Source: an optimization exercise on an open RTL-to-GDS flow (aim: small area and few clock cycles per item). Production flows keep margins and buffers that such runs may drop. Function was checked by simulation only, so behaviour that the tests miss may differ from the original. No activity file was given, so power comes from the tool's default toggle rates.

==> design/flow/design.v <==
package swhsr_pkg;
    typedef enum logic [2:0] {
        PH_IDLE      = 3'd0,
        PH_LOW       = 3'd1,
        PH_HIGH      = 3'd2,
        PH_RESP_LOW  = 3'd3,
        PH_RESP_HIGH = 3'd4,
        PH_DATA_LOW  = 3'd5,
        PH_BIT_RISE  = 3'd6,
        PH_BIT_HIGH  = 3'd7
    } phase_t;
    localparam logic [7:0] CFG_START_LOW    = 8'd0;
    localparam logic [7:0] CFG_RELEASE_HIGH = 8'd1;
    localparam logic [7:0] CFG_RESPONSE     = 8'd2;
    localparam logic [7:0] CFG_BIT_TIMEOUT  = 8'd3;
    localparam logic [7:0] CFG_THRESHOLD    = 8'd4;
    localparam logic [15:0] START_LOW_RESET    = 16'd18000;
    localparam logic [7:0]  RELEASE_HIGH_RESET = 8'd20;
    localparam logic [7:0]  RESPONSE_RESET     = 8'd100;
    localparam logic [7:0]  BIT_TIMEOUT_RESET  = 8'd120;
    localparam logic [7:0]  THRESHOLD_RESET    = 8'd50;
    localparam logic [5:0]  FRAME_BIT_COUNT = 6'd40;
endpackage
import swhsr_pkg::*;
module single_wire_humidity_sensor_reader_top
(
    input  logic        clk,
    input  logic        rst_n,
    input  logic        in_valid,
    output logic        in_ready,
    input  logic        cmd,
    input  logic        line_level,
    input  logic        cfg_valid,
    output logic        cfg_ready,
    input  logic [7:0]  cfg_index,
    input  logic [15:0] cfg_data,
    output logic        out_valid,
    input  logic        out_ready,
    output logic        drive_enable,
    output logic        drive_level,
    output logic        busy_res,
    output logic        done_res,
    output logic [1:0]  status,
    output logic [12:0] humidity_pct,
    output logic signed [12:0] temperature_c
);
    function automatic logic cmp_f;
        input logic [15:0] a;
        input logic [15:0] b_n;
        input logic        cin;
        integer i;
        begin
            cmp_f = cin;
            for (i = 0; i < 16; i = i + 1)
                cmp_f = (a[i] & b_n[i]) | ((a[i] | b_n[i]) & cmp_f);
        end
    endfunction
    logic [15:0] start_low_n;
    logic [7:0]  release_high_n;
    logic [7:0]  response_n;
    logic [7:0]  bit_timeout_n;
    logic [7:0]  threshold_n;
    logic        cfg_init;
    logic [2:0]  phase_reg;    
    logic [2:0]  phase_next;
    logic        adv;
    logic        tick;
    logic [7:0]  cnt_lo_reg, cnt_lo_next;
    logic [7:0]  cnt_hi_reg, cnt_hi_next;   
    logic [5:0]  bit_idx_reg;
    logic        out_valid_reg;
    logic [12:0] hq_reg;      
    logic [11:0] tq_reg;      
    logic        sign_reg;    
    logic [3:0]  rem_reg;     
    logic        in_accept;
    logic        start;
    logic [7:0]  inc_lo, inc_hi;
    logic        inc_c, inc_c8;
    logic [8:0]  inc9;
    logic        ge_sl, ge_rh, ge_rsp, gt_bt;
    logic        bit_value;
    logic        bit_ev;
    logic        last_bit;
    logic [5:0]  idx_inc;
    logic        idx_c;
    logic [3:0]  rem_in;
    logic [4:0]  div_t;
    logic        div_q;
    logic [3:0]  rem_new;
    logic [2:0]  bpos;
    logic [7:0]  acc_sum;
    logic        acc_c;
    logic        ended;
    logic        ef;
    logic        sum_ok;
    logic        ok;
    logic        neg_f;
    logic [12:0] tmag;
    assign cfg_ready = 1'b1;
    always_ff @(posedge clk or negedge rst_n)
    begin
        if (!rst_n)
        begin
            cfg_init <= 1'b1;
        end
        else
        begin
            cfg_init <= 1'b0;
        end
    end
    always_ff @(posedge clk)
    begin
        if (cfg_init)
        begin
            start_low_n    <= ~START_LOW_RESET;
            release_high_n <= ~RELEASE_HIGH_RESET;
            response_n     <= ~RESPONSE_RESET;
            bit_timeout_n  <= ~BIT_TIMEOUT_RESET;
            threshold_n    <= ~THRESHOLD_RESET;
        end
        else if (cfg_valid)
        begin
            unique case (cfg_index)
                CFG_START_LOW:    start_low_n    <= ~cfg_data;
                CFG_RELEASE_HIGH: release_high_n <= ~cfg_data[7:0];
                CFG_RESPONSE:     response_n     <= ~cfg_data[7:0];
                CFG_BIT_TIMEOUT:  bit_timeout_n  <= ~cfg_data[7:0];
                CFG_THRESHOLD:    threshold_n    <= ~cfg_data[7:0];
                default:          ;
            endcase
        end
    end
    assign in_ready  = !out_valid_reg || out_ready;
    assign in_accept = in_valid && in_ready;
    assign start     = cmd && (phase_reg == PH_IDLE);
    always_comb
    begin
        inc_c = 1'b1;
        for (int i = 0; i < 8; i++)
        begin
            inc_lo[i] = cnt_lo_reg[i] ^ inc_c;
            inc_c     = cnt_lo_reg[i] & inc_c;
        end
        inc_c8 = inc_c;
        for (int i = 0; i < 8; i++)
        begin
            inc_hi[i] = cnt_hi_reg[i] ^ inc_c;
            inc_c     = cnt_hi_reg[i] & inc_c;
        end
    end
    assign inc9      = {inc_c8, inc_lo};
    assign ge_sl     = cmp_f({inc_hi, inc_lo}, start_low_n, 1'b1);
    assign ge_rh     = cmp_f({7'd0, inc9}, {8'hff, release_high_n}, 1'b1);
    assign ge_rsp    = cmp_f({7'd0, inc9}, {8'hff, response_n}, 1'b1);
    assign gt_bt     = cmp_f({7'd0, inc9}, {8'hff, bit_timeout_n}, 1'b0);
    assign bit_value = cmp_f({8'd0, cnt_lo_reg}, {8'hff, threshold_n}, 1'b0);
    always_comb
    begin
        unique case (phase_reg)
            PH_LOW:       adv = ge_sl;
            PH_HIGH:      adv = ge_rh;
            PH_RESP_LOW:  adv = !line_level || ge_rsp;
            PH_RESP_HIGH: adv = line_level || ge_rsp;
            PH_DATA_LOW:  adv = !line_level || ge_rsp;
            PH_BIT_RISE:  adv = line_level || ge_rsp;
            PH_BIT_HIGH:  adv = !line_level || gt_bt;
            default:      adv = 1'b0;
        endcase
    end
    assign tick   = !cmd && (phase_reg != PH_IDLE);
    assign bit_ev = tick && (phase_reg == PH_BIT_HIGH) && !line_level;
    always_comb
    begin
        phase_next = phase_reg;
        if (start)
        begin
            phase_next = PH_LOW;
        end
        else if (tick && adv)
        begin
            if (phase_reg == PH_BIT_HIGH)
            begin
                phase_next = (line_level || last_bit) ? PH_IDLE : PH_BIT_RISE;
            end
            else
            begin
                phase_next = phase_reg + 3'd1;
            end
        end
    end
    always_comb
    begin
        cnt_lo_next = cnt_lo_reg;
        cnt_hi_next = cnt_hi_reg;
        if (!cmd && phase_reg == PH_IDLE)
        begin
            cnt_lo_next = 8'd1;
        end
        if (tick)
        begin
            cnt_lo_next = adv ? {7'd0, (phase_reg == PH_BIT_RISE) && line_level} : inc_lo;
            if (phase_reg == PH_LOW)
            begin
                cnt_hi_next = adv ? 8'd0 : inc_hi;
            end
            else if (bit_ev)
            begin
                cnt_hi_next = acc_sum;
            end
        end
    end
    assign last_bit = bit_idx_reg[5] & bit_idx_reg[2] & bit_idx_reg[1] & bit_idx_reg[0];
    always_comb
    begin
        idx_c = 1'b1;
        for (int i = 0; i < 6; i++)
        begin
            idx_inc[i] = bit_idx_reg[i] ^ idx_c;
            idx_c      = bit_idx_reg[i] & idx_c;
        end
    end
    assign rem_in = rem_reg;
    assign div_t  = {rem_in, bit_value};
    always_comb
    begin
        unique case (div_t)
            5'd10:   {div_q, rem_new} = {1'b1, 4'd0};
            5'd11:   {div_q, rem_new} = {1'b1, 4'd1};
            5'd12:   {div_q, rem_new} = {1'b1, 4'd2};
            5'd13:   {div_q, rem_new} = {1'b1, 4'd3};
            5'd14:   {div_q, rem_new} = {1'b1, 4'd4};
            5'd15:   {div_q, rem_new} = {1'b1, 4'd5};
            5'd16:   {div_q, rem_new} = {1'b1, 4'd6};
            5'd17:   {div_q, rem_new} = {1'b1, 4'd7};
            5'd18:   {div_q, rem_new} = {1'b1, 4'd8};
            5'd19:   {div_q, rem_new} = {1'b1, 4'd9};
            default: {div_q, rem_new} = {1'b0, div_t[3:0]};
        endcase
    end
    assign bpos = bit_idx_reg[2:0];
    always_comb
    begin
        acc_c = 1'b0;
        for (int i = 0; i < 8; i++)
        begin
            acc_c      = acc_c | ((bit_value ^ bit_idx_reg[5]) && (bpos == 3'(7 - i)));
            acc_sum[i] = cnt_hi_reg[i] ^ acc_c;
            acc_c      = cnt_hi_reg[i] & acc_c;
        end
    end
    always_ff @(posedge clk or negedge rst_n)
    begin
        if (!rst_n)
        begin
            out_valid_reg <= 1'b0;
        end
        else
        begin
            out_valid_reg <= in_accept || (out_valid_reg && !out_ready);
        end
    end
    always_ff @(posedge clk)
    begin
        if (cfg_init)
        begin
            phase_reg <= PH_IDLE;
        end
        else if (in_accept)
        begin
            phase_reg <= phase_next;
        end
    end
    always_ff @(posedge clk)
    begin
        if (in_accept && start)
        begin
            cnt_lo_reg  <= '0;
            cnt_hi_reg  <= '0;
            bit_idx_reg <= '0;
            rem_reg     <= '0;
        end
        else if (in_accept)
        begin
            cnt_lo_reg <= cnt_lo_next;
            cnt_hi_reg <= cnt_hi_next;
            if (bit_ev)
            begin
                bit_idx_reg <= idx_inc;
                rem_reg     <= (bit_idx_reg == 6'd16) ? 4'd0 : rem_new;
            end
        end
    end
    always_ff @(posedge clk)
    begin
        if (in_accept)
        begin
            if (bit_ev)
            begin
                if (!bit_idx_reg[5])
                begin
                    if (!bit_idx_reg[4])
                    begin
                        hq_reg <= {hq_reg[11:0], div_q};
                    end
                    else if (bit_idx_reg[3:0] == 4'd0)
                    begin
                        sign_reg <= bit_value;
                    end
                    else
                    begin
                        tq_reg <= {tq_reg[10:0], div_q};
                    end
                end
            end
        end
    end
    assign ended  = (phase_reg == PH_IDLE) && !cnt_lo_reg[0];
    assign ef     = ended && bit_idx_reg[5] && bit_idx_reg[3];
    assign sum_ok = &cnt_hi_reg;
    assign ok     = ef && sum_ok;
    always_comb
    begin
        neg_f = 1'b0;
        for (int i = 0; i < 12; i++)
        begin
            tmag[i] = ok & (tq_reg[i] ^ neg_f);
            neg_f   = neg_f | (sign_reg & tq_reg[i]);
        end
        tmag[12] = ok & neg_f;
    end
    assign out_valid     = out_valid_reg;
    assign drive_enable  = (phase_reg == PH_LOW) || (phase_reg == PH_HIGH);
    assign drive_level   = (phase_reg == PH_HIGH);
    assign busy_res      = (phase_reg != PH_IDLE);
    assign done_res      = ended;
    assign status        = {ef && !sum_ok, ended && !ef};
    assign humidity_pct  = ok ? hq_reg : 13'd0;
    assign temperature_c = tmag;
endmodule
==> design/flow/flow/run.sh <==
#!/bin/bash
# The standard layout with three changes:
#  - synthesis maps the logic with an area-oriented ABC script and leaves
#    adders to ABC (no extract_fa); registers, their cells and names are
#    those of the standard synthesis;
#  - the port buffers are the smallest buffer cell;
#  - clock tree synthesis inserts no dummy loads.
set -euo pipefail
here=$(pwd)
# Synthesis script: synth_recipe.tcl, sourcing a copy of ORFS's synth.tcl
# whose abc call uses flow/abc_area.script.
sed "s|log_cmd abc {\*}\$abc_args|log_cmd abc {*}[lreplace \$abc_args 1 1 $here/flow/abc_area.script]|" \
    "$FLOW_HOME/scripts/synth.tcl" > "$here/area_synth_core.tcl"
grep -q "abc_area.script" "$here/area_synth_core.tcl"
sed "s|source \$::env(SCRIPTS_DIR)/synth.tcl|source $here/area_synth_core.tcl|" \
    "$here/synth_recipe.tcl" > "$here/area_synth.tcl"
grep -q "area_synth_core.tcl" "$here/area_synth.tcl"
bash standard.sh \
    "SYNTH_SCRIPT=$here/area_synth.tcl" \
    "ADDER_MAP_FILE=" \
    "BUFFER_PORTS_ARGS=-buffer_cell sky130_fd_sc_hd__buf_1" \
    "CTS_ARGS=-sink_clustering_enable -repair_clock_nets -dont_use_dummy_load -buf_list {sky130_fd_sc_hd__clkbuf_2 sky130_fd_sc_hd__clkbuf_4 sky130_fd_sc_hd__clkbuf_8}" \
    finish > standard_make.log 2>&1
==> design/flow/flow/abc_area.script <==
strash
dch -f
amap -F 4 -A 8
strash
dch -f
amap -F 4 -A 8
strash
dch -f
amap -F 4 -A 8
topo
stime -c
dnsize -c
==> design/flow/standard.sh <==
#!/bin/bash
# synth_recipe.tcl (not shown) runs the flow's synth.tcl, then flattens the netlist and writes it again
# the make line also repeats each setting of config.mk as NAME=value (left out here)
make -C /OpenROAD-flow-scripts/flow DESIGN_CONFIG=/design/flow/config.mk WORK_HOME=/design/flow/orfs CLKGATE_MAP_FILE= SYNTH_SCRIPT=/design/flow/synth_recipe.tcl "${@:-finish}"
==> design/flow/config.mk <==
export PLATFORM = sky130hd
export DESIGN_NAME = single_wire_humidity_sensor_reader_top
export DESIGN_NICKNAME = single_wire_humidity_sensor_reader_top
export VERILOG_FILES = /design/flow/design.v
export SDC_FILE = /design/flow/constraint.sdc
export NUM_CORES = 4
export LEC_CHECK = 0
export CAP_MARGIN = 20
export CORE_MARGIN = 2
export CORE_UTILIZATION = 60
export CTS_BUF_LIST = sky130_fd_sc_hd__clkbuf_2 sky130_fd_sc_hd__clkbuf_4 sky130_fd_sc_hd__clkbuf_8
export SLEW_MARGIN = 20
==> design/flow/constraint.sdc <==
create_clock -name core_clock -period 8.0 [get_ports {clk}]
set_input_delay 1.6000 -clock core_clock [delete_from_list [all_inputs] [get_ports {clk}]]
set_output_delay 1.6000 -clock core_clock [all_outputs]
set_load 0.01 [all_outputs]
==> results of run 1 <==
==> cells by family after synthesis <==
family                 count (synthesis)
flip-flops                           105
AND/OR/NAND/NOR                      169
buffers and inverters                102
other                                  2
AO/OA/AOI/OAI                        213
==> path summary, 6_finish.rpt <==
check,from,endpoint,slack [ps],cells past startpoint
hold / removal,hq_reg[7],hq_reg[8],450,0
min in group asynchronous,rst_n,out_valid_reg,990,1
max in group asynchronous,rst_n,cfg_init,6800,1
setup reg to reg,cnt_lo_reg[0],phase_reg[1],3190,35
hold reg to reg,hq_reg[7],hq_reg[8],450,0
setup / recovery,sign_reg,temperature_c[11],3000,20
==> layout by cell type, fill, tap and decap left out, types with 26 or more instances in the layout <==
cell type  instances
o21ai_0           62
clkinv_1         101
dfxtp_1           77
nor2_1            77
a21oi_1           37
o221ai_1          38
nand2_1           41
buf_1             64
edfxtp_1          26
o22ai_1           26
==> final cells by class <==
cell class                 count  area, sq um
tap                          102        127.6
sequential                   105         2374
fill                         664         2370
multi-input combinational    384         2163
timing repair buffer          68        270.3
clock buffer                   9        123.9
inverter                     101        379.1
==> power by group through the flow <==
| stage | clock network (W) | registers [W] | logic [W] |
|---|---|---|---|
| 5_1_grt | 0.000284 | 0.000567 | 0.0000975 |
| 4_1_cts | 0.000265 | 0.000564 | 0.0000861 |
| 6_report | 0.000258 | 0.000565 | 0.0000867 |
| 2_1_floorplan | 0 | 0.000573 | 0.0000581 |
| 3_5_place_dp | 0 | 0.000576 | 0.0000856 |
| 3_3_place_gp | 0 | 0.000576 | 0.0000833 |
==> worst max-delay path, stage by stage (launching register included) <==
cell      delay (ps)
edfxtp_1         440
clkinv_1         260
a21oi_1          270
a21oi_1           80
nor2b_1          150
nor2_1           120
nor2_1            70
nor2_1           140
clkinv_1         100
o21ai_0          100
nor2_1            80
nor2_1           150
clkinv_1         100
o21ai_0          110
nor2_1            90
nor2_1           140
clkinv_1         100
o21ai_0          110
nor2_1            80
a211oi_1         180
buf_1            180
==> layer usage <==
| layer | vias up | global-route usage | routed length, um |
|---|---|---|---|
| li1 | 2308 | - | - |
| met1 | 2140 | 0.3761 | 5311 |
| met2 | 179 | 0.4512 | 5567 |
| met3 | 24 | 0.05906 | 804 |
| met4 | 0 | 0.09783 | 257 |
| met5 | - | 0 | 0 |
==> through the flow <==
step / setup WS (ps) / instance area [sq um]
finish: 3005 / 5438
global route: 2548 / 5438
CTS: 2984 / 5438
detailed placement: 3293 / 5314
global placement: 3531 / 5314
floorplan: 3560 / 4902
==> metrics.cfg, run 1 <==
[timing]
period_share=0.6244
holdWs_ps=453.2
slew_violations=0
worst_slew_pin_slew_ps=1059
fin_skew_ps=37.89
tns_ps=0
setup_viol=0
max_freq_ghz=0.2002
hold_viol=0
post-route-min-period_ps=4995
relSlewSlack=0.2903
rsz0062_at_grt=no

[cells_and_area]
final_cells=769
antenna_cells=0
nets=700
utilization=0.6965
layout-drive-gt1-share=0.02699
largest_reg_flops=16
syn_to_final_growth_pct=10.92

[clock_network]
cts.reportedPaths.clkPinSlew_ps=110
post_cts_buffers=0
clock_latency_ps=370
cts_buffer_depth=2
hold_buffers=0
cts.sinks=105
cts-root-buf=clkbuf_8
cts_tree=yes
cts_resized=0
numCtsBuffers=9
cts.htree.levels=3

[placed_design]
place.gp.congestion=0.9782
dp.cells=760
dp_hpwl_mm=8.822
portBuffers=64

[grt]
grt_pass1_vias=4155
antenna_found_initial=0
grt_max_degree=37
grt_pass1_wl_mm=19.42
grt_overflow=0
grt_usage=0.2799

[logic_synthesis]
ys_types=34
ys_seq_area_frac=0.4842
synth.area.top_cells=dfxtp_1 (31%), edfxtp_1 (16%), clkinv_1 (7.7%)
synth_adder_area_share=0
ys_warn_count=1
netlist_top_cells_count=clkinv_1 (101), dfxtp_1 (77), nor2_1 (77)
synth_top_area_frac=0.3144
synth-edff-count=26
netlist_area_sq_um=4902
ys_async_sr_fraction=0.01905
synthSimpleGateAreaFrac=0.1508
synth_cells=591
syn_nets=622
synthXorXnorAreaFrac=0
synth_top_family_by_area=compound AO/OA/AOI/OAI gates
ys_ff_latch=105
yosysTopAreaCell=dfxtp_1
synth_compound_area_frac=0.2846
synth_area_per_cell_sq_um=8.295
yosysMostFrequentCell=clkinv_1
synth_flop_cell=dfxtp_1
synth_mux_area_frac=0

[route]
drt-vias-per-instance=6.048
final_antenna_net_count=0
drt_iter0_markers=215
routed_wl_mm=11.94
vias=4651
first_pass_iters=5
drc=0
wire_per_inst_um=15.53

[die]
ioPinCount=66
core_sq_um=7807
die_w_um=94.39
placementRows=32
die_h_um=94.39
die-area_sq_um=8909
start_util=0.6279

[power]
power_frac_seq=0.621
pwr-share-clk=0.283
p_sw_frac=0.2497
power.switching_w=0.0002270
power.total_w=0.0009092
p_per_area_nw_per_um2=167.2
internal_power_w=0.0006822
p_leak_nw=1.713
combinationalPowerShare=0.095
ir_drop_mv=0.1240

[flow_run]
max-cap-violations=0

[critical_path]
end_kind=output pin
worstPathRequired_ps=6400
critPathMaxFanout=9
arrival_ps=3400
crit_type=reg2out
setup.worst_path.start_class=register

[hold_path]
hold_path_class=reg2reg

[run_status]
status=timing/DRC/antenna clean

Testbench counts, summed over its fixed seeds: cycles 368,886, items 368,854.
==> run 2, diff against run 1 <==
--- a/design/flow/config.mk
+++ b/design/flow/config.mk
@@ -5,8 +5,8 @@
 export SDC_FILE = /design/flow/constraint.sdc
 export NUM_CORES = 4
 export LEC_CHECK = 0
-export CAP_MARGIN = 20
+export CAP_MARGIN = 0
 export CORE_MARGIN = 2
-export CORE_UTILIZATION = 60
+export CORE_UTILIZATION = 70
 export CTS_BUF_LIST = sky130_fd_sc_hd__clkbuf_2 sky130_fd_sc_hd__clkbuf_4 sky130_fd_sc_hd__clkbuf_8
-export SLEW_MARGIN = 20
+export SLEW_MARGIN = 0
==> run 2 against run 1 <==
Compared with the run above:
- via count is 4.1% higher
- critical endpoint unchanged
- combinational power is 0.9% higher
- clock power about the same
- highest routed layer unchanged
- largest cell class unchanged
- first-iteration DRC count grew 74%
- clock skew is 14 ps lower
==> metrics.cfg, run 2 <==
[clock_network]
cts_tree=yes
hold_buffers=0
cts_buffer_depth=2
clock_latency_ps=370
cts.sinks=105
post_cts_buffers=0
cts.reportedPaths.clkPinSlew_ps=90
cts_resized=0
cts-root-buf=clkbuf_8
cts.htree.levels=3
numCtsBuffers=9

[timing]
post-route-min-period_ps=5088
rsz0062_at_grt=no
worst_slew_pin_slew_ps=1078
relSlewSlack=0.2775
max_freq_ghz=0.1965
slew_violations=0
hold_viol=0
fin_skew_ps=23.44
period_share=0.6360
setup_viol=0
tns_ps=0

[logic_synthesis]
ys_async_sr_fraction=0.01905
synth_cells=591
yosysMostFrequentCell=clkinv_1
ys_warn_count=1
netlist_top_cells_count=clkinv_1 (101), dfxtp_1 (77), nor2_1 (77)
ys_types=34
ys_ff_latch=105
synth-edff-count=26
ys_seq_area_frac=0.4842
synth_top_area_frac=0.3144
netlist_area_sq_um=4902
synth.area.top_cells=dfxtp_1 (31%), edfxtp_1 (16%), clkinv_1 (7.7%)
synth_area_per_cell_sq_um=8.295
yosysTopAreaCell=dfxtp_1
syn_nets=622
synth_flop_cell=dfxtp_1

[critical_path]
slowest_stage=edfxtp_1
setup.worst_path.start_class=register
crit_path_frequent_cell=nor2_1
slowest_delay_ps=440
crit_type=reg2out
worstPathRequired_ps=6400
end_kind=output pin
critPathMaxFanout=9
arrival_ps=3490
path_cells=clkinv_1 > a21oi_1 > a21oi_1 > nor2b_1 > nor2_1 > nor2_1 > nor2_1 > clkinv_1 > o21ai_0 > nor2_1 > nor2_1 > clkinv_1 > o21ai_0 > nor2_1 > nor2_1 > clkinv_1 > o21ai_0 > nor2_1 > a211oi_1 > buf_1

[cells_and_area]
nets=700
fillers=475
syn_to_final_growth_pct=10.77
final_common_cell=clkinv_1
mostFrequentLayoutCells=clkinv_1 (101), nor2_1 (77), dfxtp_1 (77), buf_1 (64), o21ai_0 (62)
final_cells=763
antenna_cells=0
largest_reg_flops=16
layout-drive-gt1-share=0.02699

[die]
start_util=0.7215
die_h_um=87.69
die_w_um=87.69
core_sq_um=6794
placementRows=30
ioPinCount=66
die-area_sq_um=7689

[flow_run]
max-cap-violations=0

[grt]
antenna_found_initial=0
grt_overflow=0
grt_pass1_wl_mm=19.93
grt_pass1_vias=4275
grt_max_degree=37
grt_usage=0.3305

[route]
drt_iter0_markers=375
drc=0
first_pass_iters=5
final_antenna_net_count=0
wire_per_inst_um=16.22
vias=4843
drt-vias-per-instance=6.347
routed_wl_mm=12.38

[power]
ir_drop_mv=0.1249
p_leak_nw=1.713
p_per_area_nw_per_um2=168.1

[placed_design]
place.gp.congestion=0.9867
dp_hpwl_mm=8.861
dp.cells=754
portBuffers=64

[hold_path]
hold_path_class=reg2reg

[run_status]
status=timing/DRC/antenna clean

run 2: final timing paths:
check	depth (start not counted)	slack [ps]	start	endpoint
max in group asynchronous	1	6780	rst_n	cfg_init
max	20	2910	sign_reg	temperature_c[11]
max reg2reg	35	3130	cnt_lo_reg[0]	phase_reg[1]
min in group asynchronous	1	1010	rst_n	out_valid_reg
min	0	450	hq_reg[7]	hq_reg[8]
min reg2reg	0	450	hq_reg[7]	hq_reg[8]
run 2: power breakdown:
part	internal, W	total, W	switching, W	leakage [nW]
Clock	0.000101	0.000261	0.000159	0.0647
Combinational	0.0000300	0.0000875	0.0000575	0.771
Sequential	0.000551	0.000565	0.0000141	0.877
Total	0.000682	0.000913	0.000231	1.71
run 2: cells by family after synthesis:
kind of cell | Yosys count | synth area share
DFF | 105 | 0.4842
AOI/OAI and AO/OA | 213 | 0.2846
buffers and inverters | 102 | 0.07887
and+or+nand+nor | 169 | 0.1508
other | 2 | 0.001532
run 2: metrics by stage:
step	util	hold slack (ps)	cell area [sq um]	total power [W]	worst slack, ps
after global routing	0.7993	464.6	5430	0.0009405	2311
after CTS	0.7993	455.3	5430	0.0009097	2929
after detailed placement	0.7810	432.9	5306	0.0006609	3297
final	0.7993	452.4	5430	0.0009128	2912
after floorplan	-	418.0	4902	0.0006307	3560
after global placement	0.7810	423.2	5306	0.0006571	3547
run 2: metal layers:
| metal | wire length, um | vias to the layer above | track usage | share of wire |
|---|---|---|---|---|
| li1 | - | 2313 | - | - |
| met4 | 298 | 0 | 0.1259 | 0.024 |
| met5 | 0 | - | 0 | 0 |
| met3 | 1050 | 29 | 0.07540 | 0.085 |
| met1 | 5205 | 2249 | 0.4430 | 0.42 |
| met2 | 5821 | 252 | 0.5248 | 0.47 |
run 2: area by class of cell:
cell class,instances,area (sq um),share of cell area
clock buffer,9,123.9,0.02281
inverter,101,379.1,0.06982
multi-input combinational,384,2163,0.3984
sequential,105,2374,0.4371
tap,96,120.1,0.02212
timing repair buffer,68,270.3,0.04977
run 2: critical path: cells and delay by family, from the launching register on:
family	cells	cell delay (ps)
AO/OA/AOI/OAI	6	900
buffers and inverters	5	780
flip-flops	1	440
AND/OR/NAND/NOR	9	1030
==> run 3, diff against run 2 <==
--- a/design/flow/design.v
+++ b/design/flow/design.v
@@ -78,7 +78,7 @@
     logic [7:0]  inc_lo, inc_hi;
     logic        inc_c, inc_c8;
     logic [8:0]  inc9;
-    logic        ge_sl, ge_rh, ge_rsp, gt_bt;
+    logic        lim16, lim8, gt_bt;
     logic        bit_value;
     logic        bit_ev;
     logic        last_bit;
@@ -150,20 +150,19 @@
         end
     end
     assign inc9      = {inc_c8, inc_lo};
-    assign ge_sl     = cmp_f({inc_hi, inc_lo}, start_low_n, 1'b1);
-    assign ge_rh     = cmp_f({7'd0, inc9}, {8'hff, release_high_n}, 1'b1);
-    assign ge_rsp    = cmp_f({7'd0, inc9}, {8'hff, response_n}, 1'b1);
-    assign gt_bt     = cmp_f({7'd0, inc9}, {8'hff, bit_timeout_n}, 1'b0);
+    assign lim16     = &{cnt_hi_reg, cnt_lo_reg[7:1]};
+    assign lim8      = &cnt_lo_reg[7:1];
+    assign gt_bt     = cmp_f({8'd0, cnt_lo_reg}, {8'hff, bit_timeout_n}, 1'b1);
     assign bit_value = cmp_f({8'd0, cnt_lo_reg}, {8'hff, threshold_n}, 1'b0);
     always_comb
     begin
         unique case (phase_reg)
-            PH_LOW:       adv = ge_sl;
-            PH_HIGH:      adv = ge_rh;
-            PH_RESP_LOW:  adv = !line_level || ge_rsp;
-            PH_RESP_HIGH: adv = line_level || ge_rsp;
-            PH_DATA_LOW:  adv = !line_level || ge_rsp;
-            PH_BIT_RISE:  adv = line_level || ge_rsp;
+            PH_LOW:       adv = lim16;
+            PH_HIGH:      adv = lim8;
+            PH_RESP_LOW:  adv = !line_level || lim8;
+            PH_RESP_HIGH: adv = line_level || lim8;
+            PH_DATA_LOW:  adv = !line_level || lim8;
+            PH_BIT_RISE:  adv = line_level || lim8;
             PH_BIT_HIGH:  adv = !line_level || gt_bt;
             default:      adv = 1'b0;
         endcase
@@ -199,7 +198,16 @@
         end
         if (tick)
         begin
-            cnt_lo_next = adv ? {7'd0, (phase_reg == PH_BIT_RISE) && line_level} : inc_lo;
+            cnt_lo_next = inc_lo;
+            if (adv)
+            begin
+                unique case (phase_reg)
+                    PH_LOW:      cnt_lo_next = release_high_n;
+                    PH_BIT_RISE: cnt_lo_next = {7'd0, line_level};
+                    PH_BIT_HIGH: cnt_lo_next = (line_level || last_bit) ? 8'd0 : response_n;
+                    default:     cnt_lo_next = response_n;
+                endcase
+            end
             if (phase_reg == PH_LOW)
             begin
                 cnt_hi_next = adv ? 8'd0 : inc_hi;
@@ -275,8 +283,8 @@
     begin
         if (in_accept && start)
         begin
-            cnt_lo_reg  <= '0;
-            cnt_hi_reg  <= '0;
+            cnt_lo_reg  <= start_low_n[7:0];
+            cnt_hi_reg  <= start_low_n[15:8];
             bit_idx_reg <= '0;
             rem_reg     <= '0;
         end
--- a/design/flow/config.mk
+++ b/design/flow/config.mk
@@ -5,8 +5,8 @@
 export SDC_FILE = /design/flow/constraint.sdc
 export NUM_CORES = 4
 export LEC_CHECK = 0
-export CAP_MARGIN = 0
+export CAP_MARGIN = 20
 export CORE_MARGIN = 2
-export CORE_UTILIZATION = 70
+export CORE_UTILIZATION = 60
 export CTS_BUF_LIST = sky130_fd_sc_hd__clkbuf_2 sky130_fd_sc_hd__clkbuf_4 sky130_fd_sc_hd__clkbuf_8
-export SLEW_MARGIN = 0
+export SLEW_MARGIN = 20
==> run 3 against run 2 <==
Compared with the run above:
- final cell count shrank 4.3%
- setup slack lost 130 ps
- critical path depth shrank 8
- critical path type unchanged
==> metrics.cfg, run 3 <==
[route]
routed_wl_mm=11.82
first_pass_iters=6
drt_iter0_markers=280
final_antenna_net_count=0
wire_per_inst_um=16.19
drc=0
vias=4394
drt-vias-per-instance=6.019

[timing]
rsz0062_at_grt=no
period_share=0.6520
worst_slew_pin_slew_ps=1067
post-route-min-period_ps=5216
relSlewSlack=0.2884
max_freq_ghz=0.1917
tns_ps=0
fin_skew_ps=27.12
slew_violations=0
setup_viol=0
worst_slack_ps=2784
hold_viol=0
holdWs_ps=454.0

[power]
power.total_w=0.0008846
ir_drop_mv=0.1031
pwr-share-clk=0.295
combinationalPowerShare=0.064
p_leak_nw=1.749
internal_power_w=0.0006814
power.switching_w=0.0002032
p_per_area_nw_per_um2=163.4
p_sw_frac=0.2297
power_frac_seq=0.641

[logic_synthesis]
netlist_top_cells_count=clkinv_1 (98), nor2_1 (73), dfxtp_1 (61)
ys_warn_count=1
yosysMostFrequentCell=clkinv_1
ys_seq_area_frac=0.5214
synth-edff-count=42
ys_ff_latch=105
ys_async_sr_fraction=0.01905
netlist_area_sq_um=4860
synth_cells=549
ys_types=37
yosysTopAreaCell=edfxtp_1
synth_flop_cell=dfxtp_1
syn_nets=580
synth_top_area_frac=0.2595
synth.area.top_cells=edfxtp_1 (26%), dfxtp_1 (25%), clkinv_1 (7.6%)
synth_area_per_cell_sq_um=8.852

[grt]
grt_max_degree=42
grt_pass1_wl_mm=19.60
grt_pass1_vias=4262
grt_overflow=0
antenna_found_initial=0
grt_usage=0.2853

[clock_network]
cts.htree.levels=3
cts-root-buf=clkbuf_8
post_cts_buffers=0
numCtsBuffers=9
hold_buffers=0
clock_latency_ps=360
cts_tree=yes
cts.reportedPaths.clkPinSlew_ps=100
cts_buffer_depth=2
cts_resized=0
cts.sinks=105

[cells_and_area]
largest_reg_flops=16
final_common_cell=clkinv_1
mostFrequentLayoutCells=clkinv_1 (97), nor2_1 (73), buf_1 (64), dfxtp_1 (61), o21ai_0 (54)
seqCellArea_sq_um=2534
final_cells=730
layout-drive-gt1-share=0.03185
nets=661
antenna_cells=0
fillers=684
syn_to_final_growth_pct=11.41
multi_input_area_sq_um=1968

[die]
core_sq_um=7767
placementRows=32
die_w_um=94.00
ioPinCount=66
start_util=0.6256
die_h_um=94.00
die-area_sq_um=8835

[placed_design]
portBuffers=64
place_ws_ps=3201
dp.cells=721
place.gp.congestion=0.9162
dp_hpwl_mm=8.760

[critical_path]
setup.worst_path.start_class=register
crit_type=reg2out
arrival_ps=3620
end_kind=output pin
critPathMaxFanout=25
worstPathRequired_ps=6400

[hold_path]
hold_path_class=reg2reg

[flow_run]
max-cap-violations=0

[run_status]
status=timing/DRC/antenna clean

run 3: cell count changes after synthesis, sizes merged, moves of 5 or more:
| cell | previous run | this run |
|---|---|---|
| o21ai | 62 | 54 |
| a21oi | 37 | 30 |
| edfxtp | 26 | 42 |
| dfxtp | 77 | 61 |
| a211oi | 16 | 10 |
| o221ai | 38 | 33 |
| nand2 | 41 | 28 |
run 3: logic make-up after synthesis:
| logic type | synth area share |
|---|---|
| buffers and inverters | 0.07724 |
| AOI/OAI and AO/OA | 0.2616 |
| and+or+nand+nor | 0.1365 |
| DFF | 0.5214 |
| xor gates and xnor gates | 0.001803 |
| other | 0.001545 |
run 3: routing by layer:
metal | global-route usage | wire length (um)
met1 | 0.3591 | 4940
met2 | 0.4935 | 5957
met3 | 0.04896 | 779
met4 | 0.1027 | 139
met5 | 0 | 0
run 3: path summary, 6_finish.rpt:
| kind | startpoint | end | slack, ps | cells after the start |
|---|---|---|---|---|
| min in group asynchronous | rst_n | out_valid_reg | 1020 | 1 |
| min | hq_reg[9] | hq_reg[10] | 450 | 0 |
| min reg2reg | hq_reg[9] | hq_reg[10] | 450 | 0 |
| max in group asynchronous | rst_n | cfg_init | 6780 | 1 |
| max reg2reg | cnt_lo_reg[0] | cnt_hi_reg[7] | 3540 | 28 |
| max | phase_reg[1] | temperature_c[7] | 2780 | 12 |
run 3: through the flow:
step | cell area [sq um] | utilization
after CTS | 5408 | 0.6962
final | 5414 | 0.6970
after global routing | 5414 | 0.6970
after floorplan | 4860 | -
after global placement | 5284 | 0.6803
after detailed placement | 5284 | 0.6803
run 3: power groups by stage:
stage	Combinational (W)	Sequential, W	Clock [W]
after floorplan	0.0000346	0.000577	0
after global placement	0.0000548	0.000578	0
after detailed placement	0.0000560	0.000579	0
after CTS	0.0000564	0.000566	0.000264
after global routing	0.0000634	0.000567	0.000285
final	0.0000570	0.000567	0.000261
run 3: critical path: stages, from the launching register on:
cell and delay, ps:
dfxtp_1 370, nor2_1 210, clkinv_1 110, nor2_1 200, clkinv_1 120, nor2_1 210, clkinv_1 130, nor3_1 270
clkinv_1 150, nor2_1 250, clkinv_1 580, a211oi_1 470, buf_1 190
run 3: cell type report:
class | instances | area share
repair buffers | 71 | 0.05408
clock buffers | 9 | 0.02288
well taps | 102 | 0.02357
multi-input cells | 345 | 0.3635
flip-flops and latches | 105 | 0.4680
inverters | 98 | 0.06795
Testbench counts of run 3, summed over its fixed seeds: cycles 368,886, items 368,854.
==> run 4, diff against run 3 <==
--- a/design/flow/design.v
+++ b/design/flow/design.v
@@ -75,7 +75,7 @@
     logic [3:0]  rem_reg;     
     logic        in_accept;
     logic        start;
-    logic [7:0]  inc_lo, inc_hi;
+    logic [7:0]  inc_lo;
     logic        inc_c, inc_c8;
     logic [8:0]  inc9;
     logic        lim16, lim8, gt_bt;
@@ -143,11 +143,6 @@
             inc_c     = cnt_lo_reg[i] & inc_c;
         end
         inc_c8 = inc_c;
-        for (int i = 0; i < 8; i++)
-        begin
-            inc_hi[i] = cnt_hi_reg[i] ^ inc_c;
-            inc_c     = cnt_hi_reg[i] & inc_c;
-        end
     end
     assign inc9      = {inc_c8, inc_lo};
     assign lim16     = &{cnt_hi_reg, cnt_lo_reg[7:1]};
@@ -210,7 +205,7 @@
             end
             if (phase_reg == PH_LOW)
             begin
-                cnt_hi_next = adv ? 8'd0 : inc_hi;
+                cnt_hi_next = adv ? 8'd0 : acc_sum;
             end
             else if (bit_ev)
             begin
@@ -249,10 +244,11 @@
     assign bpos = bit_idx_reg[2:0];
     always_comb
     begin
-        acc_c = 1'b0;
+        acc_c = (phase_reg == PH_LOW) && inc_c8;
         for (int i = 0; i < 8; i++)
         begin
-            acc_c      = acc_c | ((bit_value ^ bit_idx_reg[5]) && (bpos == 3'(7 - i)));
+            acc_c      = acc_c | ((phase_reg == PH_BIT_HIGH) && (bit_value ^ bit_idx_reg[5])
+                                  && (bpos == 3'(7 - i)));
             acc_sum[i] = cnt_hi_reg[i] ^ acc_c;
             acc_c      = cnt_hi_reg[i] & acc_c;
         end
==> run 4 against run 3 <==
Compared with the run above:
- total power fell by 1.2%
- count of clock-buffer cells in the layout did not move
- clock power fell by 2%
- highest routed layer unchanged
- synthesized cell count fell by 6.4%
- cell area fell by 3.4%
==> metrics.cfg, run 4 <==
[run_status]
status=timing/DRC/antenna clean

[logic_synthesis]
yosysMostFrequentCell=clkinv_1
synth_top_family_by_area=compound AO/OA/AOI/OAI gates
ys_async_sr_fraction=0.01905
synth_cells=514
ys_seq_area_frac=0.5391
synth_compound_area_frac=0.2535
synthSimpleGateAreaFrac=0.1291
syn_nets=545
yosysTopAreaCell=edfxtp_1
netlist_area_sq_um=4700
synth_area_per_cell_sq_um=9.143
synthXorXnorAreaFrac=0
synth.area.top_cells=edfxtp_1 (27%), dfxtp_1 (26%), o221ai_1 (7.6%)
ys_warn_count=1
netlist_top_cells_count=clkinv_1 (94), dfxtp_1 (61), nor2_1 (56)
ys_types=36
synth_flop_cell=dfxtp_1
synth-edff-count=42
synth_adder_area_share=0
synth_mux_area_frac=0
synth_top_area_frac=0.2684
ys_ff_latch=105

[power]
p_per_area_nw_per_um2=167.0
ir_drop_mv=0.1157
p_leak_nw=1.635

[clock_network]
clock_latency_ps=370
cts_resized=0
cts_buffer_depth=2
cts.reportedPaths.clkPinSlew_ps=100
cts_tree=yes
cts-root-buf=clkbuf_8
numCtsBuffers=9
cts.htree.levels=3
post_cts_buffers=0
cts.sinks=105
hold_buffers=0

[die]
placementRows=32
die_w_um=92.50
die-area_sq_um=8556
start_util=0.6145
die_h_um=92.50
core_sq_um=7647
ioPinCount=66

[grt]
grt_max_degree=44
grt_usage=0.2702
grt_overflow=0
grt_pass1_vias=3656
grt_pass1_wl_mm=17.99
antenna_found_initial=0

[timing]
setup_viol=0
worst_slew_pin_slew_ps=1040
period_share=0.6225
rsz0062_at_grt=no
fin_skew_ps=25.30
post-route-min-period_ps=4980
slew_violations=0
hold_viol=0
relSlewSlack=0.3011
max_freq_ghz=0.2008
tns_ps=0

[cells_and_area]
nets=623
antenna_cells=0
syn_to_final_growth_pct=11.29
largest_reg_flops=16
layout-drive-gt1-share=0.03051
mostFrequentLayoutCells=clkinv_1 (93), buf_1 (64), dfxtp_1 (61), nor2_1 (56), o21ai_0 (54)
utilization=0.6839
final_common_cell=clkinv_1

[critical_path]
critPathMaxFanout=25
end_kind=output pin
worstPathRequired_ps=6400
arrival_ps=3380
setup.worst_path.start_class=register
crit_type=reg2out

[route]
wl_met1_mm=5.150
final_antenna_net_count=0
routed_wl_mm=11.39
first_pass_iters=5
wire_per_inst_um=16.47
vias=4189
drc=0
highest_layer=met4
drt_iter0_markers=421
drt-vias-per-instance=6.053
met2_length_mm=5.254
wl_met3_um=794

[placed_design]
portBuffers=64
place.gp.congestion=0.9718
dp_hpwl_mm=8.229

[flow_run]
max-cap-violations=0

[hold_path]
hold_path_class=reg2reg

-- run 4: kinds of logic after synthesis --
family,after synthesis
other,2
and+or+nand+nor,133
buffers and inverters,95
DFF,105
AOI/OAI and AO/OA,179
-- run 4: stage by stage --
| stage | instance area, sq um | setup WS, ps | power, W | cells | hold WS, ps |
|---|---|---|---|---|---|
| floorplan | 4700 | 3646 | 0.0006041 | 514 | 418.0 |
| global placement | 5099 | 3403 | 0.0006266 | 682 | 425.3 |
| detailed placement | 5099 | 3296 | 0.0006275 | 682 | 427.4 |
| CTS | 5223 | 3011 | 0.0008790 | 691 | 454.2 |
| global route | 5230 | 2608 | 0.0009012 | 692 | 460.5 |
| finish | 5230 | 3020 | 0.0008737 | 692 | 451.8 |
-- run 4: cell type report --
| cell class | instances | area [sq um] |
|---|---|---|
| multi-input combinational | 314 | 1822 |
| tap | 102 | 127.6 |
| timing repair buffer | 68 | 270.3 |
| fill | 650 | 2417 |
| inverter | 94 | 352.8 |
| sequential | 105 | 2534 |
| clock buffer | 9 | 123.9 |
-- run 4: per-layer routing --
layer	up-vias	track usage
met5	-	0
met4	0	0.09080
met3	19	0.03417
met2	184	0.4252
met1	1941	0.3895
li1	2045	-
-- run 4: critical path: stages (launching register included) --
cell      delay (ps)
dfxtp_1          360
clkinv_1         100
nand2_1          100
nor2_1           210
clkinv_1         120
nor2_1           200
clkinv_1         120
nor3_1           280
clkinv_1         140
nor2_1           190
clkinv_1         550
a221oi_1         450
buf_1            190
-- run 4: final timing paths --
check                              start               end  slack, ps  cells after the start
max in group asynchronous          rst_n          cfg_init       6770                      1
hold / removal                hq_reg[11]        hq_reg[12]        450                      0
setup / recovery            phase_reg[2]  temperature_c[6]       3020                     12
min in group asynchronous          rst_n     out_valid_reg       1010                      1
hold reg to reg               hq_reg[11]        hq_reg[12]        450                      0
setup reg to reg           cnt_lo_reg[0]     cnt_hi_reg[7]       3420                     27
-- run 4: power by group --
group / internal [W] / switching (W)
clock network: 0.000101 / 0.000156
logic: 0.0000152 / 0.0000355
registers: 0.000560 / 0.00000569
total: 0.000677 / 0.000197
Testbench counts of run 4, summed over its fixed seeds: cycles 368,886, items 368,854.
==> run 5, diff against run 4 <==
--- a/design/flow/design.v
+++ b/design/flow/design.v
@@ -78,7 +78,7 @@
     logic [7:0]  inc_lo;
     logic        inc_c, inc_c8;
     logic [8:0]  inc9;
-    logic        lim16, lim8, gt_bt;
+    logic        lim16, lim8, gt_bt, bh_cmp;
     logic        bit_value;
     logic        bit_ev;
     logic        last_bit;
@@ -147,8 +147,10 @@
     assign inc9      = {inc_c8, inc_lo};
     assign lim16     = &{cnt_hi_reg, cnt_lo_reg[7:1]};
     assign lim8      = &cnt_lo_reg[7:1];
-    assign gt_bt     = cmp_f({8'd0, cnt_lo_reg}, {8'hff, bit_timeout_n}, 1'b1);
-    assign bit_value = cmp_f({8'd0, cnt_lo_reg}, {8'hff, threshold_n}, 1'b0);
+    assign bh_cmp    = cmp_f({8'd0, cnt_lo_reg},
+                             {8'hff, line_level ? bit_timeout_n : threshold_n}, line_level);
+    assign gt_bt     = bh_cmp;
+    assign bit_value = bh_cmp;
     always_comb
     begin
         unique case (phase_reg)
==> run 5 against run 4 <==
Compared with the run above:
- first-iteration DRC count decreased by 34%
- die area decreased by 0.92%
- fmax down 23%
- sequential power barely moved
- total power fell by 0.32%
- global-route usage grew 0.15 points
- clock power hardly changed
- synthesized cell count fell by 0.97%
- largest cell class unchanged
==> metrics.cfg, run 5 <==
[logic_synthesis]
synth_compound_area_frac=0.2468
synthXorXnorAreaFrac=0
ys_warn_count=1
synth.area.top_cells=edfxtp_1 (27%), dfxtp_1 (26%), clkinv_1 (6.6%)
synth_flop_cell=dfxtp_1
yosysTopAreaCell=edfxtp_1
synth_top_family_by_area=compound AO/OA/AOI/OAI gates
synth_cells=509
netlist_area_sq_um=4654
synthSimpleGateAreaFrac=0.1395
yosysMostFrequentCell=clkinv_1
ys_seq_area_frac=0.5444
ys_async_sr_fraction=0.01905
synth_mux_area_frac=0
synth-edff-count=42
synth_adder_area_share=0
ys_ff_latch=105
synth_area_per_cell_sq_um=9.144
synth_top_area_frac=0.2710
netlist_top_cells_count=clkinv_1 (82), dfxtp_1 (61), nor2_1 (60)
syn_nets=540
ys_types=37

[cells_and_area]
utilization=0.6822
largest_reg_flops=16
fillers=643
syn_to_final_growth_pct=11.51
final_common_cell=clkinv_1
layout-drive-gt1-share=0.03242
mostFrequentLayoutCells=clkinv_1 (81), buf_1 (64), dfxtp_1 (61), nor2_1 (60), o21ai_0 (47)
nets=619
multi_input_area_sq_um=1822
antenna_cells=0
seqCellArea_sq_um=2534

[grt]
grt_max_degree=44
grt_overflow=0
grt_pass1_wl_mm=18.16
grt_usage=0.2717
antenna_found_initial=0
grt_pass1_vias=3847

[timing]
slew_violations=0
period_share=0.8079
hold_viol=0
tns_ps=0
rsz0062_at_grt=no
relSlewSlack=0.3452
setup_viol=0
fin_skew_ps=27.58
max_freq_ghz=0.1547
post-route-min-period_ps=6463
holdWs_ps=448.9
worst_slew_pin_slew_ps=982.2

[route]
drt_iter0_markers=276
vias=4118
routed_wl_mm=10.84
drc=0
final_antenna_net_count=0
first_pass_iters=5
drt-vias-per-instance=5.985
wire_per_inst_um=15.76

[die]
placementRows=32
ioPinCount=66
die_w_um=92.08
start_util=0.6118
core_sq_um=7607
die_h_um=92.08
die-area_sq_um=8478

[critical_path]
slowest_stage=a221oi_1
crit_type=in2reg
worstPathRequired_ps=8080
crit_path_frequent_cell=o21ai_0
startpoint=line_level
setup.worst_path.start_class=input port
end_kind=register
cp.buffers_inverters=3
timing.rr.start=cnt_lo_reg[0]
slowest_delay_ps=710
arrival_ps=6540
critPathMaxFanout=11
cp_top_family=compound AO/OA/AOI/OAI gates

[clock_network]
cts.htree.levels=3
post_cts_buffers=0
cts_tree=yes
cts-root-buf=clkbuf_8
cts.reportedPaths.clkPinSlew_ps=80
hold_buffers=0
cts_buffer_depth=2
clock_latency_ps=370
numCtsBuffers=9
cts.sinks=105
cts_resized=0

[hold_path]
worstHoldStart=hq_reg[9]
hold_path_class=reg2reg

[placed_design]
dp_hpwl_mm=7.870
portBuffers=64
place.gp.congestion=0.9393

[power]
p_leak_nw=1.676
p_per_area_nw_per_um2=167.8
ir_drop_mv=0.08959

[flow_run]
max-cap-violations=0

[run_status]
status=timing/DRC/antenna clean

[run 5: report_power, final]
part	switching, W	internal (W)	leakage (nW)	total, W
Clock	0.000154	0.000101	0.0647	0.000256
Sequential	0.00000446	0.000560	0.900	0.000564
Combinational	0.0000355	0.0000157	0.712	0.0000511
[run 5: cell type report]
| type | instances | area share |
|---|---|---|
| sequential | 105 | 0.4882 |
| multi-input combinational | 321 | 0.3510 |
| inverter | 82 | 0.05931 |
| timing repair buffer | 69 | 0.05304 |
| tap | 102 | 0.02459 |
| clock buffer | 9 | 0.02387 |
[run 5: logic make-up (layout without fill, tap and decap cells)]
family	after synthesis	after routing
other cells	2	2
compound gates	174	174
flops	105	105
simple gates	145	145
buf+inv	83	160
[run 5: final timing paths]
path / to / slack [ps] / cells after the start
hold reg to reg: hq_reg[10] / 450 / 0
setup / recovery: cnt_hi_reg[7] / 1540 / 29
max in group asynchronous: cfg_init / 6770 / 1
min in group asynchronous: out_valid_reg / 1030 / 1
hold / removal: hq_reg[10] / 450 / 0
setup reg to reg: cnt_hi_reg[7] / 3010 / 28
[run 5: layer usage]
metal,vias to the layer above,part of all wire,GRT usage
li1,2020,-,-
met1,1900,0.44,0.3785
met2,178,0.46,0.4301
met3,20,0.076,0.04026
met4,0,0.018,0.1070
met5,-,0,0
[run 5: metrics by stage]
step / worst slack [ps] / cells / power, W / area, sq um
final: 1537 / 688 / 0.0008709 / 5190
after global placement: 1666 / 678 / 0.0006246 / 5061
after CTS: 1679 / 688 / 0.0008728 / 5190
after global routing: 786.4 / 688 / 0.0008979 / 5190
after floorplan: 2563 / 509 / 0.0006043 / 4654
after detailed placement: 1339 / 679 / 0.0006262 / 5066
Testbench counts of run 5, summed over its fixed seeds: cycles 368,886, items 368,854.
==> run 6, diff against run 5 <==
--- a/design/flow/design.v
+++ b/design/flow/design.v
@@ -77,7 +77,6 @@
     logic        start;
     logic [7:0]  inc_lo;
     logic        inc_c, inc_c8;
-    logic [8:0]  inc9;
     logic        lim16, lim8, gt_bt, bh_cmp;
     logic        bit_value;
     logic        bit_ev;
@@ -144,7 +143,6 @@
         end
         inc_c8 = inc_c;
     end
-    assign inc9      = {inc_c8, inc_lo};
     assign lim16     = &{cnt_hi_reg, cnt_lo_reg[7:1]};
     assign lim8      = &cnt_lo_reg[7:1];
     assign bh_cmp    = cmp_f({8'd0, cnt_lo_reg},
==> run 6 against run 5 <==
Compared with the run above:
- still clean
- critical path depth stayed put
- total power stayed put
- fmax stayed put
- setup slack stayed put
- utilization stayed put
- non-clock buffer count stayed put
- via count stayed put
- synthesized cell count stayed put
- cell area stayed put
- global-route usage stayed put
- count of clock-buffer cells in the layout stayed put
- highest routed layer unchanged
==> metrics.cfg, run 6 <==
[route]
drt_iter0_markers=276
routed_wl_mm=10.84
final_antenna_net_count=0
wire_per_inst_um=15.76
drt-vias-per-instance=5.985
vias=4118
drc=0
first_pass_iters=5

[timing]
period_share=0.8079
worst_slew_pin_slew_ps=982.2
max_freq_ghz=0.1547
setup_viol=0
slew_violations=0
rsz0062_at_grt=no
relSlewSlack=0.3452
tns_ps=0
hold_viol=0
fin_skew_ps=27.58
post-route-min-period_ps=6463

[logic_synthesis]
synth_top_area_frac=0.2710
synth_flop_cell=dfxtp_1
synth_cells=509
ys_warn_count=1
ys_types=37
ys_async_sr_fraction=0.01905
yosysMostFrequentCell=clkinv_1
netlist_area_sq_um=4654
yosysTopAreaCell=edfxtp_1
syn_nets=540
synth-edff-count=42
ys_seq_area_frac=0.5444
synth_area_per_cell_sq_um=9.144
netlist_top_cells_count=clkinv_1 (82), dfxtp_1 (61), nor2_1 (60)
ys_ff_latch=105
synth.area.top_cells=edfxtp_1 (27%), dfxtp_1 (26%), clkinv_1 (6.6%)

[critical_path]
slowest_stage=a221oi_1
crit_type=in2reg
cp_top_family=compound AO/OA/AOI/OAI gates
startpoint=line_level
critPathMaxFanout=11
crit_path_frequent_cell=o21ai_0
arrival_ps=6540
setup.worst_path.start_class=input port
timing.rr.start=cnt_lo_reg[0]
slowest_delay_ps=710
cp.buffers_inverters=3
end_kind=register
worstPathRequired_ps=8080

[grt]
grt_max_degree=44
grt_usage=0.2717
grt_pass1_vias=3847
grt_overflow=0
antenna_found_initial=0
grt_pass1_wl_mm=18.16

[cells_and_area]
multi_input_area_sq_um=1822
seqCellArea_sq_um=2534
utilization=0.6822
layout-drive-gt1-share=0.03242
syn_to_final_growth_pct=11.51
fillers=643
final_common_cell=clkinv_1
nets=619
mostFrequentLayoutCells=clkinv_1 (81), buf_1 (64), dfxtp_1 (61), nor2_1 (60), o21ai_0 (47)
final_cells=688
largest_reg_flops=16
antenna_cells=0

[clock_network]
post_cts_buffers=0
cts_buffer_depth=2
cts_tree=yes
hold_buffers=0
cts.sinks=105
cts.htree.levels=3
cts.reportedPaths.clkPinSlew_ps=80
numCtsBuffers=9
cts_resized=0
cts-root-buf=clkbuf_8
clock_latency_ps=370

[power]
p_per_area_nw_per_um2=167.8
p_leak_nw=1.676
ir_drop_mv=0.08959

[flow_run]
max-cap-violations=0

[die]
start_util=0.6118
placementRows=32
die-area_sq_um=8478
core_sq_um=7607
die_h_um=92.08
die_w_um=92.08
ioPinCount=66

[hold_path]
worstHoldStart=hq_reg[9]
hold_path_class=reg2reg

[placed_design]
place.gp.congestion=0.9393
dp.cells=679
portBuffers=64
dp_hpwl_mm=7.870

[run_status]
status=timing/DRC/antenna clean

[run 6: cell counts after synthesis]
Identical to the previous run, type by type.
[run 6: layout make-up]
type	instances	area share
Clock buffer	9	0.02387
Inverter	82	0.05931
Multi-Input combinational cell	321	0.3510
Sequential cell	105	0.4882
Tap cell	102	0.02459
Timing Repair Buffer	69	0.05304
[run 6: layer usage]
metal | up-vias | global-route usage | wire, um
met2 | 178 | 0.4301 | 4997
met1 | 1900 | 0.3785 | 4820
met5 | - | 0 | 0
met3 | 20 | 0.04026 | 827
li1 | 2020 | - | -
met4 | 0 | 0.1070 | 196
[run 6: power by group]
group / leakage, nW / switching (W) / total (W) / internal, W
logic: 0.712 / 0.0000355 / 0.0000511 / 0.0000157
clock network: 0.0647 / 0.000154 / 0.000256 / 0.000101
registers: 0.900 / 0.00000446 / 0.000564 / 0.000560
total: 1.68 / 0.000194 / 0.000871 / 0.000677
[run 6: path summary, 6_finish.rpt]
kind	endpoint	slack, ps	depth (start not counted)
max reg2reg	cnt_hi_reg[7]	3010	28
min in group asynchronous	out_valid_reg	1030	1
min reg2reg	hq_reg[10]	450	0
max in group asynchronous	cfg_init	6770	1
max	cnt_hi_reg[7]	1540	29
min	hq_reg[10]	450	0
[run 6: worst register-to-register path, delay by kind of cell, from the launching register on]
family | cells | cell delay, ps
buf+inv | 1 | 160
flops | 1 | 490
simple gates | 9 | 920
compound gates | 18 | 3130
[run 6: per-stage QoR]
step                total power, W  worst slack, ps  hold slack [ps]  cell area, sq um
CTS                      0.0008728             1679            453.8              5190
finish                   0.0008709             1537            448.9              5190
floorplan                0.0006043             2563            418.0              4654
detailed placement       0.0006262             1339            425.8              5066
global placement         0.0006246             1666            421.0              5061
global route             0.0008979            786.4            461.0              5190
[run 6: cells by family (layout without fill, tap and decap cells)]
logic type,count (synthesis),after routing,share of synthesized area
flip-flops,105,105,0.5444
AO/OA/AOI/OAI,174,174,0.2468
AND/OR/NAND/NOR,145,145,0.1395
other,2,2,0.001614
buffers and inverters,83,160,0.06774
Testbench counts of run 6, summed over its fixed seeds: cycles 368,886, items 368,854.
==> run 7, diff against run 6 <==
--- a/design/flow/design.v
+++ b/design/flow/design.v
@@ -61,6 +61,8 @@
     logic [7:0]  bit_timeout_n;
     logic [7:0]  threshold_n;
     logic        cfg_init;
+    logic [4:0]  sel_cfg, wr_cfg, keep_cfg;
+    logic [15:0] cfg_d_n;
     logic [2:0]  phase_reg;    
     logic [2:0]  phase_next;
     logic        adv;
@@ -108,27 +110,39 @@
             cfg_init <= 1'b0;
         end
     end
-    always_ff @(posedge clk)
-    begin
-        if (cfg_init)
-        begin
-            start_low_n    <= ~START_LOW_RESET;
-            release_high_n <= ~RELEASE_HIGH_RESET;
-            response_n     <= ~RESPONSE_RESET;
-            bit_timeout_n  <= ~BIT_TIMEOUT_RESET;
-            threshold_n    <= ~THRESHOLD_RESET;
-        end
-        else if (cfg_valid)
+    assign sel_cfg[0] = cfg_valid && (cfg_index == CFG_START_LOW);
+    assign sel_cfg[1] = cfg_valid && (cfg_index == CFG_RELEASE_HIGH);
+    assign sel_cfg[2] = cfg_valid && (cfg_index == CFG_RESPONSE);
+    assign sel_cfg[3] = cfg_valid && (cfg_index == CFG_BIT_TIMEOUT);
+    assign sel_cfg[4] = cfg_valid && (cfg_index == CFG_THRESHOLD);
+    assign wr_cfg     = sel_cfg & ~{5{cfg_init}};
+    assign keep_cfg   = ~sel_cfg & ~{5{cfg_init}};
+    assign cfg_d_n    = ~cfg_data;
+    function automatic logic [15:0] cfg_next_f;
+        input logic [15:0] q;
+        input logic [15:0] rst_val;    
+        input logic        wr;
+        input logic        keep;
+        input logic [15:0] d;
+        input logic        init;
+        integer i;
         begin
-            unique case (cfg_index)
-                CFG_START_LOW:    start_low_n    <= ~cfg_data;
-                CFG_RELEASE_HIGH: release_high_n <= ~cfg_data[7:0];
-                CFG_RESPONSE:     response_n     <= ~cfg_data[7:0];
-                CFG_BIT_TIMEOUT:  bit_timeout_n  <= ~cfg_data[7:0];
-                CFG_THRESHOLD:    threshold_n    <= ~cfg_data[7:0];
-                default:          ;
-            endcase
+            for (i = 0; i < 16; i = i + 1)
+                cfg_next_f[i] = (rst_val[i] & init) | (wr & d[i]) | (keep & q[i]);
         end
+    endfunction
+    always_ff @(posedge clk)
+    begin
+        start_low_n    <= cfg_next_f(start_low_n, ~START_LOW_RESET,
+                                     wr_cfg[0], keep_cfg[0], cfg_d_n, cfg_init);
+        release_high_n <= 8'(cfg_next_f({8'd0, release_high_n}, {8'd0, ~RELEASE_HIGH_RESET},
+                                        wr_cfg[1], keep_cfg[1], cfg_d_n, cfg_init));
+        response_n     <= 8'(cfg_next_f({8'd0, response_n}, {8'd0, ~RESPONSE_RESET},
+                                        wr_cfg[2], keep_cfg[2], cfg_d_n, cfg_init));
+        bit_timeout_n  <= 8'(cfg_next_f({8'd0, bit_timeout_n}, {8'd0, ~BIT_TIMEOUT_RESET},
+                                        wr_cfg[3], keep_cfg[3], cfg_d_n, cfg_init));
+        threshold_n    <= 8'(cfg_next_f({8'd0, threshold_n}, {8'd0, ~THRESHOLD_RESET},
+                                        wr_cfg[4], keep_cfg[4], cfg_d_n, cfg_init));
     end
     assign in_ready  = !out_valid_reg || out_ready;
     assign in_accept = in_valid && in_ready;
==> run 7 against run 6 <==
Compared with the run above:
- die area fell by 1.0%
- non-clock buffer count fell by 2
- critical path depth is 3 lower
- cell area shrank 1.4%
- critical endpoint unchanged
- synthesized cell count down 3.3%
- final cell count decreased by 3.2%
- still clean
- via count shrank 3.4%
- count of clock-buffer cells in the layout is the same
- global-route usage shrank 1.6 points
- sequential share of layout area is 0.68 points higher
- register-to-register slack better by 430 ps
==> metrics.cfg, run 7 <==
[logic_synthesis]
ys_ff_latch=105
yosysTopAreaCell=edfxtp_1
synth-edff-count=42
synth_flop_cell=dfxtp_1
netlist_area_sq_um=4604
synthXorXnorAreaFrac=0
ys_async_sr_fraction=0.01905
synth_cells=492
syn_nets=523
synthSimpleGateAreaFrac=0.1438
yosysMostFrequentCell=clkinv_1
synth_adder_area_share=0
synth_top_area_frac=0.2739
ys_types=36
synth_mux_area_frac=0
synth_area_per_cell_sq_um=9.359
synth_top_family_by_area=compound AO/OA/AOI/OAI gates
synth.area.top_cells=edfxtp_1 (27%), dfxtp_1 (27%), clkinv_1 (6.4%)
ys_warn_count=1
ys_seq_area_frac=0.5503
netlist_top_cells_count=clkinv_1 (79), dfxtp_1 (61), nor2_1 (61)
synth_compound_area_frac=0.2383

[route]
drt-vias-per-instance=5.974
drc=0
wire_per_inst_um=15.68
final_antenna_net_count=0
drt_iter0_markers=326
vias=3979
first_pass_iters=5
routed_wl_mm=10.44

[cells_and_area]
largest_reg_flops=16
fin_area_sq_um=5119
mostFrequentLayoutCells=clkinv_1 (79), buf_1 (64), nor2_1 (61), dfxtp_1 (61), edfxtp_1 (42)
syn_to_final_growth_pct=11.17
layout-drive-gt1-share=0.02646
multi_input_area_sq_um=1778
antenna_cells=0
final_common_cell=clkinv_1
seqCellArea_sq_um=2534
fillers=578
nets=600

[grt]
met3_usage=0.03402
antenna_found_initial=0
grt_overflow=0
grt.busiest_layer=met2
met1_usage=0.3548
grt_usage=0.2552
grt_pass1_wl_mm=17.19
grt_max_degree=27
grtUsageMet2=0.4142
grt_pass1_vias=3585

[placed_design]
place.gp.congestion=0.9003
portBuffers=64
place_ws_ps=1848
dpl_cell_area_sq_um=4995
dp_hpwl_mm=7.819

[clock_network]
cts.htree.levels=3
post_cts_buffers=0
cts-root-buf=clkbuf_8
cts.sinks=105
cts_tree=yes
numCtsBuffers=9
cts.reportedPaths.clkPinSlew_ps=100
cts_buffer_depth=2
clock_latency_ps=360
hold_buffers=0
cts_resized=0

[timing]
hold_viol=0
holdWs_ps=447.5
period_share=0.7439
tns_ps=0
setup_viol=0
relSlewSlack=0.2343
slew_violations=0
post-route-min-period_ps=5951
worst_slew_pin_slew_ps=1137
max_freq_ghz=0.1680
fin_skew_ps=31.62
worst_slack_ps=2049
rsz0062_at_grt=no

[power]
p_leak_nw=1.573
ir_drop_mv=0.09859
p_per_area_nw_per_um2=170.9

[critical_path]
worstPathRequired_ps=8090
slowest_delay_ps=420
slowest_stage=or3_1
end_kind=register
critPathMaxFanout=10
crit_path_frequent_cell=o21ai_0
arrival_ps=6040
setup.worst_path.start_class=input port
crit_type=in2reg
cp_top_family=compound AO/OA/AOI/OAI gates
cp.buffers_inverters=2

[die]
die-area_sq_um=8391
die_w_um=91.60
start_util=0.6281
ioPinCount=66
placementRows=31
die_h_um=91.60
core_sq_um=7331

[flow_run]
max-cap-violations=0

[run_status]
status=timing/DRC/antenna clean

[hold_path]
hold_path_class=reg2reg

[run 7: path summary, 6_finish.rpt]
kind                               start       endpoint  slack (ps)  cells past startpoint
min in group asynchronous          rst_n  out_valid_reg        1040                      1
setup reg to reg           cnt_lo_reg[0]  cnt_hi_reg[7]        3440                     25
setup / recovery              line_level  cnt_hi_reg[7]        2050                     26
hold / removal                 hq_reg[0]      hq_reg[1]         450                      0
hold reg to reg                hq_reg[0]      hq_reg[1]         450                      0
max in group asynchronous          rst_n       cfg_init        6750                      1
[run 7: area by class of cell]
type                    instances  area share
multi-input cells             307      0.3473
repair buffers                 67     0.05133
inverters                      79     0.05793
flip-flops and latches        105      0.4950
clock buffers                   9     0.02420
well taps                      99     0.02420
[run 7: stage by stage]
| stage | utilization | cells | power (W) |
|---|---|---|---|
| 3_3_place_gp | 0.6813 | 657 | 0.0006331 |
| 6_report | 0.6982 | 666 | 0.0008747 |
| 5_1_grt | 0.6982 | 666 | 0.0009035 |
| 2_1_floorplan | - | 492 | 0.0006116 |
| 4_1_cts | 0.6982 | 666 | 0.0008772 |
| 3_5_place_dp | 0.6813 | 657 | 0.0006343 |
[run 7: kinds of logic after synthesis]
family | count (synthesis)
AND/OR/NAND/NOR | 145
other | 2
AO/OA/AOI/OAI | 160
flip-flops | 105
buffers and inverters | 80
[run 7: report_power, final]
| part | internal, W | total, W | switching [W] |
|---|---|---|---|
| logic | 0.0000184 | 0.0000589 | 0.0000405 |
| clock network | 0.000101 | 0.000251 | 0.000150 |
| registers | 0.000560 | 0.000564 | 0.00000420 |
[run 7: per-layer routing]
layer | up-vias | wire, um
met1 | 1852 | 4946
met5 | - | 0
met4 | 0 | 143
met2 | 156 | 4718
li1 | 1954 | -
met3 | 17 | 633
Testbench counts of run 7, summed over its fixed seeds: cycles 368,886, items 368,854.

==> afterwards: timing with drivers on the ports <==
Ports are ideal in the flow. The routed layouts listed here were re-timed in OpenROAD.
Step 1: set_driving_cell puts a clkbuf_16 on clk and a buf_2 on each other input, an assumption about the parent block.
Step 2 moves the port delays by t, midway between the first and last clock arrival at a register: inputs arrive t later, outputs are due t later. That takes back most of the time a late clock gives input paths.
a / b / c = ideal ports / drivers / drivers and shift; a / b = the first two.
run | t, ns | setup slack, ns | clock arrival spread, ns | worst register clock-pin slew, ns | worst slew at a driven data input, ns
run 1 | 0.388 | 3.005 / 2.972 / 3.189 | 0.038 / 0.038 | 0.11 / 0.11 | 0.03
run 2 | 0.386 | 2.912 / 2.880 / 3.129 | 0.024 / 0.023 | 0.10 / 0.10 | 0.03
run 3 | 0.377 | 2.784 / 2.751 / 3.127 | 0.027 / 0.027 | 0.10 / 0.10 | 0.04
run 4 | 0.392 | 3.020 / 2.985 / 3.376 | 0.025 / 0.025 | 0.10 / 0.10 | 0.04
run 5 | 0.388 | 1.537 / 1.534 / 1.146 | 0.028 / 0.028 | 0.10 / 0.10 | 0.04
run 6 | 0.388 | 1.537 / 1.534 / 1.146 | 0.028 / 0.028 | 0.10 / 0.10 | 0.04
run 7 | 0.374 | 2.049 / 2.048 / 1.674 | 0.031 / 0.031 | 0.10 / 0.10 | 0.03
After both steps setup and hold are still met in every run listed.
